From an optimization exercise on the open Yosys and OpenROAD flow, aimed at small area, a short achievable clock period and few clock cycles per item; shortcuts taken in it are not production practice.
RTL that was checked went through simulation tests only; none was proved equivalent to the original.
Power is estimated from default activity; no workload was simulated.

==> trial 15: inputs <==
## vpu_sp_top
module vpu_sp_top (
  input  logic        clk,
  input  logic        rst_n,
  input  logic        line_start,
  input  logic [7:0]  line_y,
  output logic        busy,
  output logic        line_done,
  output logic        param_req_en,
  output logic [3:0]  param_req_addr,
  input  logic [31:0] param_rdata,
  output logic        tile_req_en,
  output logic [15:0] tile_req_addr,
  input  logic [7:0]  tile_rdata,
  output logic        pal_req_en,
  output logic [9:0]  pal_req_addr,
  input  logic [31:0] pal_rdata,
  output logic        lb_rd_en,
  output logic [7:0]  lb_rd_addr,
  output logic        lb_wr_en,
  output logic [7:0]  lb_wr_addr,
  output logic [31:0] lb_wdata,
  input  logic [31:0] lb_rdata
);
  vpu_mem_pkg::param_req_t param_req;
  vpu_mem_pkg::tile_req_t  tile_req;
  vpu_mem_pkg::pal_req_t   pal_req;
  vpu_mem_pkg::lb_req_t    lb_req;
  vpu_sp u_sp (
    .clk         (clk),
    .rst_n       (rst_n),
    .line_start  (line_start),
    .line_y      (line_y),
    .busy        (busy),
    .line_done   (line_done),
    .param_req   (param_req),
    .param_rdata (param_rdata),
    .tile_req    (tile_req),
    .tile_rdata  (tile_rdata),
    .pal_req     (pal_req),
    .pal_rdata   (pal_rdata),
    .lb_req      (lb_req),
    .lb_rdata    (lb_rdata)
  );
  assign param_req_en   = param_req.en;
  assign param_req_addr = param_req.addr;
  assign tile_req_en    = tile_req.en;
  assign tile_req_addr  = tile_req.addr;
  assign pal_req_en     = pal_req.en;
  assign pal_req_addr   = pal_req.addr;
  assign lb_rd_en       = lb_req.rd_en;
  assign lb_rd_addr     = lb_req.rd_addr;
  assign lb_wr_en       = lb_req.wr_en;
  assign lb_wr_addr     = lb_req.wr_addr;
  assign lb_wdata       = lb_req.wdata;
endmodule
export LEC_CHECK = 0
export CAP_MARGIN = 20
export CORE_MARGIN = 2
export CORE_UTILIZATION = 65
export SLEW_MARGIN = 20
create_clock -name core_clock -period 11.0 [get_ports {clk}]
standard.sh (not shown) runs the stock make flow with config.mk's settings and CLKGATE_MAP_FILE= SYNTH_SCRIPT=/design/flow/synth_recipe.tcl, a recipe that flattens the netlist after the stock synthesis.
==> flow/flow/run.sh <==
#!/bin/bash
# The standard layout, except that each port gets the smallest buffer
# (buf_1) instead of the one buffer_ports picks by default.
set -euo pipefail
export BUFFER_PORTS_ARGS="-buffer_cell sky130_fd_sc_hd__buf_1"
bash standard.sh finish > standard_flow.log 2>&1
==> build 14: changes against trial 15 <==
==> flow/flow/run.sh (replaced) <==
#!/bin/bash
# The standard layout, except that
#  - each port gets the smallest buffer (buf_1) instead of the one
#    buffer_ports picks by default;
#  - Yosys's synth runs without its internal abc pass (-noabc), so that the
#    adder trees written in the RTL reach extract_fa as written; the final
#    ABC mapping of the flow is unchanged.
set -euo pipefail
export BUFFER_PORTS_ARGS="-buffer_cell sky130_fd_sc_hd__buf_1"
export SYNTH_ARGS="-noabc"
bash standard.sh finish > standard_flow.log 2>&1
==> flow/config.mk (replaced) <==
export PLATFORM = sky130hd
export DESIGN_NAME = vpu_sp_top
export DESIGN_NICKNAME = vpu_sp_top
export VERILOG_FILES = /design/flow/design.v
export SDC_FILE = /design/flow/constraint.sdc
export NUM_CORES = 4
export LEC_CHECK = 0
export CAP_MARGIN = 20
export CORE_MARGIN = 2
export CORE_UTILIZATION = 40
export SLEW_MARGIN = 20
==> build 47: changes against trial 15 <==
--- a/flow/design.v
+++ b/flow/design.v
@@ -213,17 +213,16 @@
   logic       accept;
   logic [7:0] cur_y;
   logic [2:0] f_idx;       
   logic       f_word;      
   logic       f_req;       
   logic       f_done;      
   logic       w0_arr;      
   logic       w1_arr;      
-  logic       w_vis;       
   logic [1:0] w_s;
   logic [7:0] w_x;
   logic [5:0] w_oy;
   logic       k_act;
   logic [1:0] k_bank;
   logic [7:0] k_t;
   logic [2:0] k_oyr;
   logic [2:0] k_oxr;
@@ -287,18 +286,18 @@
       2'd1: oxh_mask = 3'b001;
       2'd2: oxh_mask = 3'b011;
       default: oxh_mask = 3'b111;
     endcase
     k_last  = (k_x == 8'd255) || ((k_oxr == 3'd7) && ((k_oxh & oxh_mask) == oxh_mask));
     k_free  = !k_act || k_last;
     hazard  = near(k_act, k_x, w_x) || near(p1_v, p1_x, w_x) || near(p2_v, p2_x, w_x)
            || near(p3_v, p3_x, w_x);
-    take    = w1_arr && w_vis && k_free && !hazard;
-    skip    = (w0_arr && (!param_rdata[31] || param_rdata[16])) || (w1_arr && !w_vis);
+    take    = w1_arr && k_free && !hazard;
+    skip    = w0_arr && !vis;
     next_sp = take || skip;
   end
   always_ff @(posedge clk) begin
     if (!rst_n) begin
       busy      <= 1'b0;
       line_done <= 1'b0;
       f_req     <= 1'b0;
       f_done    <= 1'b0;
@@ -348,17 +347,16 @@
       if (next_sp) begin
         f_idx  <= f_idx + 3'd1;
         f_word <= 1'b0;
       end else begin
         f_word <= 1'b1;
       end
     end
     if (w0_arr) begin
-      w_vis <= vis;
       w_s  <= param_rdata[25:24];
       w_x  <= param_rdata[15:8];
       w_oy <= oy9[5:0];
     end
     if (take) begin
       k_bank <= param_rdata[29:28];
       k_t    <= param_rdata[23:16] + ({5'd0, w_oy[5:3]} << w_s);
       k_oyr  <= w_oy[2:0];
==> flow/run.sh (new file) <==
#!/bin/bash
# synth_recipe.tcl (not shown) runs the flow's synth.tcl, then flattens the netlist and writes it again
# the make line also repeats each setting of config.mk as NAME=value (left out here)
make -C /OpenROAD-flow-scripts/flow DESIGN_CONFIG=/design/flow/config.mk WORK_HOME=/design/flow/orfs CLKGATE_MAP_FILE= SYNTH_SCRIPT=/design/flow/synth_recipe.tcl finish
==> flow/config.mk (replaced) <==
export PLATFORM = sky130hd
export DESIGN_NAME = vpu_sp_top
export DESIGN_NICKNAME = vpu_sp_top
export VERILOG_FILES = /design/flow/design.v
export SDC_FILE = /design/flow/constraint.sdc
export NUM_CORES = 4
export LEC_CHECK = 0
export CAP_MARGIN = 20
export CORE_MARGIN = 2
export CORE_UTILIZATION = 40
export SLEW_MARGIN = 20
removed: flow/flow/run.sh
removed: flow/standard.sh
==> trial 40: changes against trial 15 <==
--- a/flow/design.v
+++ b/flow/design.v
@@ -52,25 +52,23 @@
   } lb_req_t;
 endpackage
 `timescale 1ns/100ps
 module vpu_sp_mix (
   input  logic [7:0] x0,
   input  logic [7:0] x1,
   input  logic [7:0] sel,
   input  logic       keep,
-  output logic [7:0] hi_a,
-  output logic [7:0] hi_b,
-  output logic       c8
+  output logic [7:0] y
 );
   logic [7:0] m [8];
   logic [7:0] k;
   logic [15:0] ra;
   logic [15:0] rb;
-  logic [8:0]  lo;
+  logic [15:0] sum;
   always_comb begin
     for (int i = 0; i < 8; i++) m[i] = sel[i] ? x1 : x0;
     k = keep ? m[0] : 8'd0;
   end
   logic w1, w2, w3, w4, w5, w6, w7, w8, w9, w10, w11, w12, w13, w14, w15, w16, w17, w18, w19, w20, w21, w22, w23, w24, w25, w26, w27, w28, w29, w30, w31, w32, w33, w34, w35, w36, w37, w38, w39, w40, w41, w42, w43, w44, w45, w46, w47, w48, w49, w50, w51, w52, w53, w54, w55, w56, w57, w58, w59, w60, w61, w62, w63, w64, w65, w66, w67, w68, w69, w70, w71, w72, w73, w74, w75, w76, w77, w78, w79, w80, w81, w82, w83, w84, w85, w86, w87, w88, w89, w90, w91, w92, w93, w94, w95, w96, w97, w98;
   assign w1 = m[0][5] ^ m[1][4];
   assign w2 = m[0][5] & m[1][4];
   assign w3 = m[0][6] ^ m[1][5] ^ m[2][4];
@@ -166,37 +164,33 @@
   assign w93 = w68 ^ w69 ^ m[7][4];
   assign w94 = (w68 & w69) | (w68 & m[7][4]) | (w69 & m[7][4]);
   assign w95 = w70 ^ w71 ^ m[7][5];
   assign w96 = (w70 & w71) | (w70 & m[7][5]) | (w71 & m[7][5]);
   assign w97 = w72 ^ m[6][7] ^ m[7][6];
   assign w98 = (w72 & m[6][7]) | (w72 & m[7][6]) | (m[6][7] & m[7][6]);
   assign ra = {1'b0, w98, w96, w94, w92, w90, w88, w86, w84, w82, w80, w78, w76, w74, w73, m[0][0]};
   assign rb = {1'b0, m[7][7], w97, w95, w93, w91, w89, w87, w85, w83, w81, w79, w77, w75, k[1], k[0]};
-  assign lo   = {1'b0, ra[7:0]} + {1'b0, rb[7:0]};
-  assign c8   = lo[8];
-  assign hi_a = ra[15:8];
-  assign hi_b = rb[15:8];
+  assign sum = ra + rb;
+  assign y   = sum[15:8];
 endmodule
 module vpu_sp_color_merge (
   input  logic [31:0] src,
   input  logic [31:0] dst,
   input  logic [7:0]  a_n,
   input  logic        a_zero,
   input  logic        a_full,
-  output logic [7:0]  res_a,
-  output logic [47:0] hi,
-  output logic [2:0]  c8
+  output logic [31:0] res
 );
   logic [8:0] a_sum;
   assign a_sum      = {1'b0, dst[31:24]} + {1'b0, src[31:24]};
-  assign res_a = a_zero ? dst[31:24] : a_full ? 8'd255 : a_sum[8:1];
-  vpu_sp_mix u_r (.x0(dst[23:16]), .x1(src[23:16]), .sel(src[31:24]), .keep(a_zero | a_full), .hi_a(hi[47:40]), .hi_b(hi[39:32]), .c8(c8[2]));
-  vpu_sp_mix u_g (.x0(src[15:8]),   .x1(dst[15:8]),  .sel(a_n),        .keep(a_zero | a_full), .hi_a(hi[31:24]), .hi_b(hi[23:16]), .c8(c8[1]));
-  vpu_sp_mix u_b (.x0(dst[7:0]),    .x1(src[7:0]),   .sel(src[31:24]), .keep(a_zero | a_full), .hi_a(hi[15:8]), .hi_b(hi[7:0]), .c8(c8[0]));
+  assign res[31:24] = a_zero ? dst[31:24] : a_full ? 8'd255 : a_sum[8:1];
+  vpu_sp_mix u_r (.x0(dst[23:16]), .x1(src[23:16]), .sel(src[31:24]), .keep(a_zero | a_full), .y(res[23:16]));
+  vpu_sp_mix u_g (.x0(src[15:8]),   .x1(dst[15:8]),  .sel(a_n),        .keep(a_zero | a_full), .y(res[15:8]));
+  vpu_sp_mix u_b (.x0(dst[7:0]),    .x1(src[7:0]),   .sel(src[31:24]), .keep(a_zero | a_full), .y(res[7:0]));
 endmodule
 `timescale 1ns/100ps
 module vpu_sp (
   input  logic                   clk,
   input  logic                   rst_n,
   input  logic                   line_start,
   input  logic [7:0]             line_y,
   output logic                   busy,
@@ -213,20 +207,27 @@
   logic       accept;
   logic [7:0] cur_y;
   logic [2:0] f_idx;       
   logic       f_word;      
   logic       f_req;       
   logic       f_done;      
   logic       w0_arr;      
   logic       w1_arr;      
-  logic       w_vis;       
-  logic [1:0] w_s;
-  logic [7:0] w_x;
-  logic [5:0] w_oy;
+  logic       w0_en;
+  logic [1:0] w0_s;
+  logic [8:0] w0_x;
+  logic [7:0] w0_y;
+  logic       d_v;
+  logic [1:0] d_s;
+  logic [7:0] d_x;
+  logic [2:0] d_oyr;
+  logic [1:0] d_bank;
+  logic [7:0] d_t;         
+  logic [6:0] d_pal;       
   logic       k_act;
   logic [1:0] k_bank;
   logic [7:0] k_t;
   logic [2:0] k_oyr;
   logic [2:0] k_oxr;
   logic [2:0] k_oxh;
   logic [1:0] k_s;
   logic [7:0] k_x;
@@ -243,188 +244,180 @@
   logic [7:0] p4_x;
   logic [31:0] p4_src;
   logic [31:0] p4_dst;
   logic [7:0] p4_an;       
   logic       p4_az;
   logic       p4_af;
   logic       p5_v;
   logic [7:0] p5_x;
-  logic [7:0] p5_a;
-  logic [47:0] p5_hi;
-  logic [2:0] p5_c8;
-  logic       p6_v;
-  logic [7:0] p6_x;
-  logic [31:0] p6_res;
+  logic [31:0] p5_res;
   assign accept = !busy && line_start;
   logic [8:0] oy9;
   logic       vis;
   logic [2:0] oy_hi_mask;
   always_comb begin
-    oy9 = {1'b0, cur_y} - {1'b0, param_rdata[7:0]};
-    case (param_rdata[25:24])
+    oy9 = {1'b0, cur_y} - {1'b0, w0_y};
+    case (w0_s)
       2'd0: oy_hi_mask = 3'b111;
       2'd1: oy_hi_mask = 3'b110;
       2'd2: oy_hi_mask = 3'b100;
       default: oy_hi_mask = 3'b000;
     endcase
-    vis = param_rdata[31] && !oy9[8] && (oy9[7:6] == 2'b00)
-       && ((oy9[5:3] & oy_hi_mask) == 3'b000) && !param_rdata[16];
+    vis = w0_en && !oy9[8] && (oy9[7:6] == 2'b00) && ((oy9[5:3] & oy_hi_mask) == 3'b000)
+        && !w0_x[8];
   end
   logic       k_last;
   logic       k_free;
   logic       hazard;
   logic       take;
-  logic       skip;        
-  logic       next_sp;     
+  logic       cap;
   function automatic logic near(input logic v, input logic [7:0] x, input logic [7:0] base);
     logic [8:0] diff;
     diff = {1'b0, x} - {1'b0, base};
     near = v && !diff[8] && (diff[7:2] == 6'd0);
   endfunction
   always_comb begin
     logic [2:0] oxh_mask;
     case (k_s)
       2'd0: oxh_mask = 3'b000;
       2'd1: oxh_mask = 3'b001;
       2'd2: oxh_mask = 3'b011;
       default: oxh_mask = 3'b111;
     endcase
-    k_last  = (k_x == 8'd255) || ((k_oxr == 3'd7) && ((k_oxh & oxh_mask) == oxh_mask));
-    k_free  = !k_act || k_last;
-    hazard  = near(k_act, k_x, w_x) || near(p1_v, p1_x, w_x) || near(p2_v, p2_x, w_x)
-           || near(p3_v, p3_x, w_x);
-    take    = w1_arr && w_vis && k_free && !hazard;
-    skip    = (w0_arr && (!param_rdata[31] || param_rdata[16])) || (w1_arr && !w_vis);
-    next_sp = take || skip;
+    k_last = (k_x == 8'd255) || ((k_oxr == 3'd7) && ((k_oxh & oxh_mask) == oxh_mask));
+    k_free = !k_act || k_last;
+    hazard = near(k_act, k_x, d_x) || near(p1_v, p1_x, d_x) || near(p2_v, p2_x, d_x);
+    take   = d_v && k_free && !hazard;
+    cap    = w1_arr && (!vis || !d_v);
   end
   always_ff @(posedge clk) begin
     if (!rst_n) begin
       busy      <= 1'b0;
       line_done <= 1'b0;
       f_req     <= 1'b0;
       f_done    <= 1'b0;
       w0_arr    <= 1'b0;
       w1_arr    <= 1'b0;
+      d_v       <= 1'b0;
       k_act     <= 1'b0;
       k_took    <= 1'b0;
       p1_v      <= 1'b0;
       p2_v      <= 1'b0;
       p3_v      <= 1'b0;
       p4_v      <= 1'b0;
       p5_v      <= 1'b0;
-      p6_v      <= 1'b0;
     end else begin
       line_done <= 1'b0;
       w0_arr    <= f_req && !f_word;
-      w1_arr    <= f_req && f_word && !next_sp;
+      w1_arr    <= f_req && f_word && !cap;
       if (accept) begin
         busy   <= 1'b1;
         f_req  <= 1'b1;
         f_done <= 1'b0;
-      end else if (busy && f_done && !k_act && !p1_v && !p2_v && !p3_v && !p4_v && !p5_v) begin
+      end else if (busy && f_done && !d_v && !k_act && !p1_v && !p2_v && !p3_v && !p4_v) begin
         busy      <= 1'b0;
         line_done <= 1'b1;
       end
-      if (next_sp && f_idx == 3'd7) begin
-        f_req  <= 1'b0;
-        f_done <= 1'b1;
+      if (cap) begin
+        if (f_idx == 3'd7) begin
+          f_req  <= 1'b0;
+          f_done <= 1'b1;
+        end
       end
-      if (take)                 k_act <= 1'b1;
+      if (cap && vis) d_v <= 1'b1;
+      else if (take)  d_v <= 1'b0;
+      if (take)                k_act <= 1'b1;
       else if (k_act && k_last) k_act <= 1'b0;
       k_took <= take;
       p1_v <= k_act;
       p2_v <= p1_v;
       p3_v <= p2_v;
       p4_v <= p3_v;
       p5_v <= p4_v;
-      p6_v <= p5_v;
     end
   end
   always_ff @(posedge clk) begin
     if (accept) begin
       cur_y  <= line_y;
       f_idx  <= 3'd0;
       f_word <= 1'b0;
     end else if (f_req) begin
-      if (next_sp) begin
+      if (!f_word) begin
+        f_word <= 1'b1;
+      end else if (cap) begin
         f_idx  <= f_idx + 3'd1;
         f_word <= 1'b0;
-      end else begin
-        f_word <= 1'b1;
       end
     end
     if (w0_arr) begin
-      w_vis <= vis;
-      w_s  <= param_rdata[25:24];
-      w_x  <= param_rdata[15:8];
-      w_oy <= oy9[5:0];
+      w0_en <= param_rdata[31];
+      w0_s  <= param_rdata[25:24];
+      w0_x  <= param_rdata[16:8];
+      w0_y  <= param_rdata[7:0];
+    end
+    if (cap && vis) begin
+      d_s     <= w0_s;
+      d_x     <= w0_x[7:0];
+      d_oyr   <= oy9[2:0];
+      d_bank  <= param_rdata[29:28];
+      d_t     <= param_rdata[23:16] + ({5'd0, oy9[5:3]} << w0_s);
+      d_pal   <= {param_rdata[6], param_rdata[5:4], param_rdata[3:0]};
     end
     if (take) begin
-      k_bank <= param_rdata[29:28];
-      k_t    <= param_rdata[23:16] + ({5'd0, w_oy[5:3]} << w_s);
-      k_oyr  <= w_oy[2:0];
+      k_bank <= d_bank;
+      k_t    <= d_t;
+      k_oyr  <= d_oyr;
       k_oxr  <= 3'd0;
       k_oxh  <= 3'd0;
-      k_s    <= w_s;
-      k_x    <= w_x;
+      k_s    <= d_s;
+      k_x    <= d_x;
     end else begin
       k_oxr <= k_oxr + 3'd1;
       if (k_oxr == 3'd7) begin
         k_t   <= k_t + 8'd1;
         k_oxh <= k_oxh + 3'd1;
       end
       k_x <= k_x + 8'd1;
     end
     p1_x   <= k_x;
-    if (k_took) p1_pal <= {param_rdata[6], param_rdata[5:4], param_rdata[3:0]};
+    if (k_took) p1_pal <= d_pal;
     p2_x        <= p1_x;
     p2_pal_addr <= p1_pal[6] ? {p1_pal[5:4], p1_pal[3:0], tile_rdata[3:0]}
                              : {p1_pal[5:4], tile_rdata};
     p3_x   <= p2_x;
     p4_x   <= p3_x;
     p4_src <= pal_rdata;
     p4_dst <= lb_rdata;
     p4_an  <= ~pal_rdata[31:24];
     p4_az  <= (pal_rdata[31:24] == 8'd0);
     p4_af  <= (pal_rdata[31:24] == 8'd255);
     p5_x   <= p4_x;
-    p5_a   <= blend_a;
-    p5_hi  <= blend_hi;
-    p5_c8  <= blend_c8;
-    p6_x   <= p5_x;
-    p6_res <= {p5_a,
-               p5_hi[47:40] + p5_hi[39:32] + {7'd0, p5_c8[2]},
-               p5_hi[31:24] + p5_hi[23:16] + {7'd0, p5_c8[1]},
-               p5_hi[15:8]  + p5_hi[7:0]   + {7'd0, p5_c8[0]}};
+    p5_res <= blend_res;
   end
-  logic [7:0]  blend_a;
-  logic [47:0] blend_hi;
-  logic [2:0]  blend_c8;
+  logic [31:0] blend_res;
   vpu_sp_color_merge u_color_merge (
     .src (p4_src),
     .dst (p4_dst),
     .a_n    (p4_an),
     .a_zero (p4_az),
     .a_full (p4_af),
-    .res_a  (blend_a),
-    .hi     (blend_hi),
-    .c8     (blend_c8)
+    .res (blend_res)
   );
   assign param_req.en   = f_req;
   assign param_req.addr = {f_idx, f_word};
   assign tile_req.en    = k_act;
   assign tile_req.addr  = {k_bank, k_t, k_oyr, k_oxr};
   assign pal_req.en     = p2_v;
   assign pal_req.addr   = p2_pal_addr;
   assign lb_req.rd_en   = p2_v;
   assign lb_req.rd_addr = p2_x;
-  assign lb_req.wr_en   = p6_v;
-  assign lb_req.wr_addr = p6_x;
-  assign lb_req.wdata   = p6_res;
+  assign lb_req.wr_en   = p5_v;
+  assign lb_req.wr_addr = p5_x;
+  assign lb_req.wdata   = p5_res;
 endmodule
 `timescale 1ns/100ps
 module vpu_sp_top (
   input  logic        clk,
   input  logic        rst_n,
   input  logic        line_start,
   input  logic [7:0]  line_y,
   output logic        busy,
==> flow/run.sh (new file) <==
#!/bin/bash
# synth_recipe.tcl (not shown) runs the flow's synth.tcl, then flattens the netlist and writes it again
# the make line also repeats each setting of config.mk as NAME=value (left out here)
make -C /OpenROAD-flow-scripts/flow DESIGN_CONFIG=/design/flow/config.mk WORK_HOME=/design/flow/orfs CLKGATE_MAP_FILE= SYNTH_SCRIPT=/design/flow/synth_recipe.tcl finish
==> flow/config.mk (replaced) <==
export PLATFORM = sky130hd
export DESIGN_NAME = vpu_sp_top
export DESIGN_NICKNAME = vpu_sp_top
export VERILOG_FILES = /design/flow/design.v
export SDC_FILE = /design/flow/constraint.sdc
export NUM_CORES = 4
export LEC_CHECK = 0
export CAP_MARGIN = 20
export CORE_MARGIN = 2
export CORE_UTILIZATION = 40
export SLEW_MARGIN = 20
removed: flow/flow/run.sh
removed: flow/standard.sh
==> comparison table <==
metric	build 47	build 14	trial 15	trial 40
Run status	timing/DRC/antenna clean	timing/DRC/antenna clean	timing/DRC/antenna clean	timing/DRC/antenna clean
Cell area after layout	20100 um2	18300 um2	18500 um2	19500 um2
Total power after layout	4.39 mW	4.03 mW	4.07 mW	4.20 mW
Net Switching	1.43 mW	1.33 mW	1.36 mW	1.42 mW
Clock sink count	295	296	296	268
Full die area	42500 um2	41500 um2	26400 um2	41300 um2
Width of the chip	206 um	204 um	163 um	203 um
Sum of buffers and inverters on the critical path	2	1	2	3
Source of the worst register-to-register timing path	u_sp.p4_src[24]	u_sp.p4_src[25]	u_sp.p4_src[25]	u_sp.p4_src[24]
Met1 demand-to-capacity share in global routing	21.1%	22.2%	33.6%	20.4%
Power density relative to cell area	218 nW/um2	220 nW/um2	220 nW/um2	215 nW/um2
Number of nets in the layout	2004	1856	1998	1921
Antenna diode count	1	0	0	2
Power of the combinational group	1.59 mW	1.35 mW	1.44 mW	1.83 mW
Initial antenna violation count	1	0	1	2
Global Route met3 Usage	3.55%	4.04%	5.35%	3.82%
Testbench counts of trial 15, summed over its fixed seeds: cycles 50,366, lines 512.
Testbench counts of build 14, summed over its fixed seeds: cycles 50,366, lines 512.
Only the layout flow was run in build 47 and trial 40; the RTL was not checked for function there.

static timing again, ports no longer ideal:
In the flow no input, the clock included, has a driving cell. The finished layouts below were timed again as built, in two steps. Step 1: set_driving_cell puts a clkbuf_16 on clk and a buf_2 on each other input, an assumption about the parent block. Step 2, shift: input delay + t, output delay - t, t = (earliest + latest rising clock arrival at the registers) / 2. This alone moves slack from input paths to output paths. Three values: ideal, step 1, step 2; two values: the first two.
run	shift t [ns]	setup slack, ns	worst hold slack (ns)	worst register clock-pin slew, ns
trial 15	0.610	6.927 / 6.927 / 6.668	0.319 / 0.319 / 0.319	0.06 / 0.06
build 14	0.579	7.041 / 7.041 / 6.677	0.325 / 0.325 / 0.325	0.06 / 0.06
build 47	0.599	6.328 / 6.346 / 5.746	0.320 / 0.320 / 0.320	0.06 / 0.06
trial 40	0.609	5.602 / 5.602 / 5.602	0.322 / 0.322 / 0.322	0.06 / 0.06
After both steps setup and hold are still met in every run listed. For build 47, which loses most, drivers alone change the setup slack by +0.018 ns; drivers and shift together by -0.582 ns.
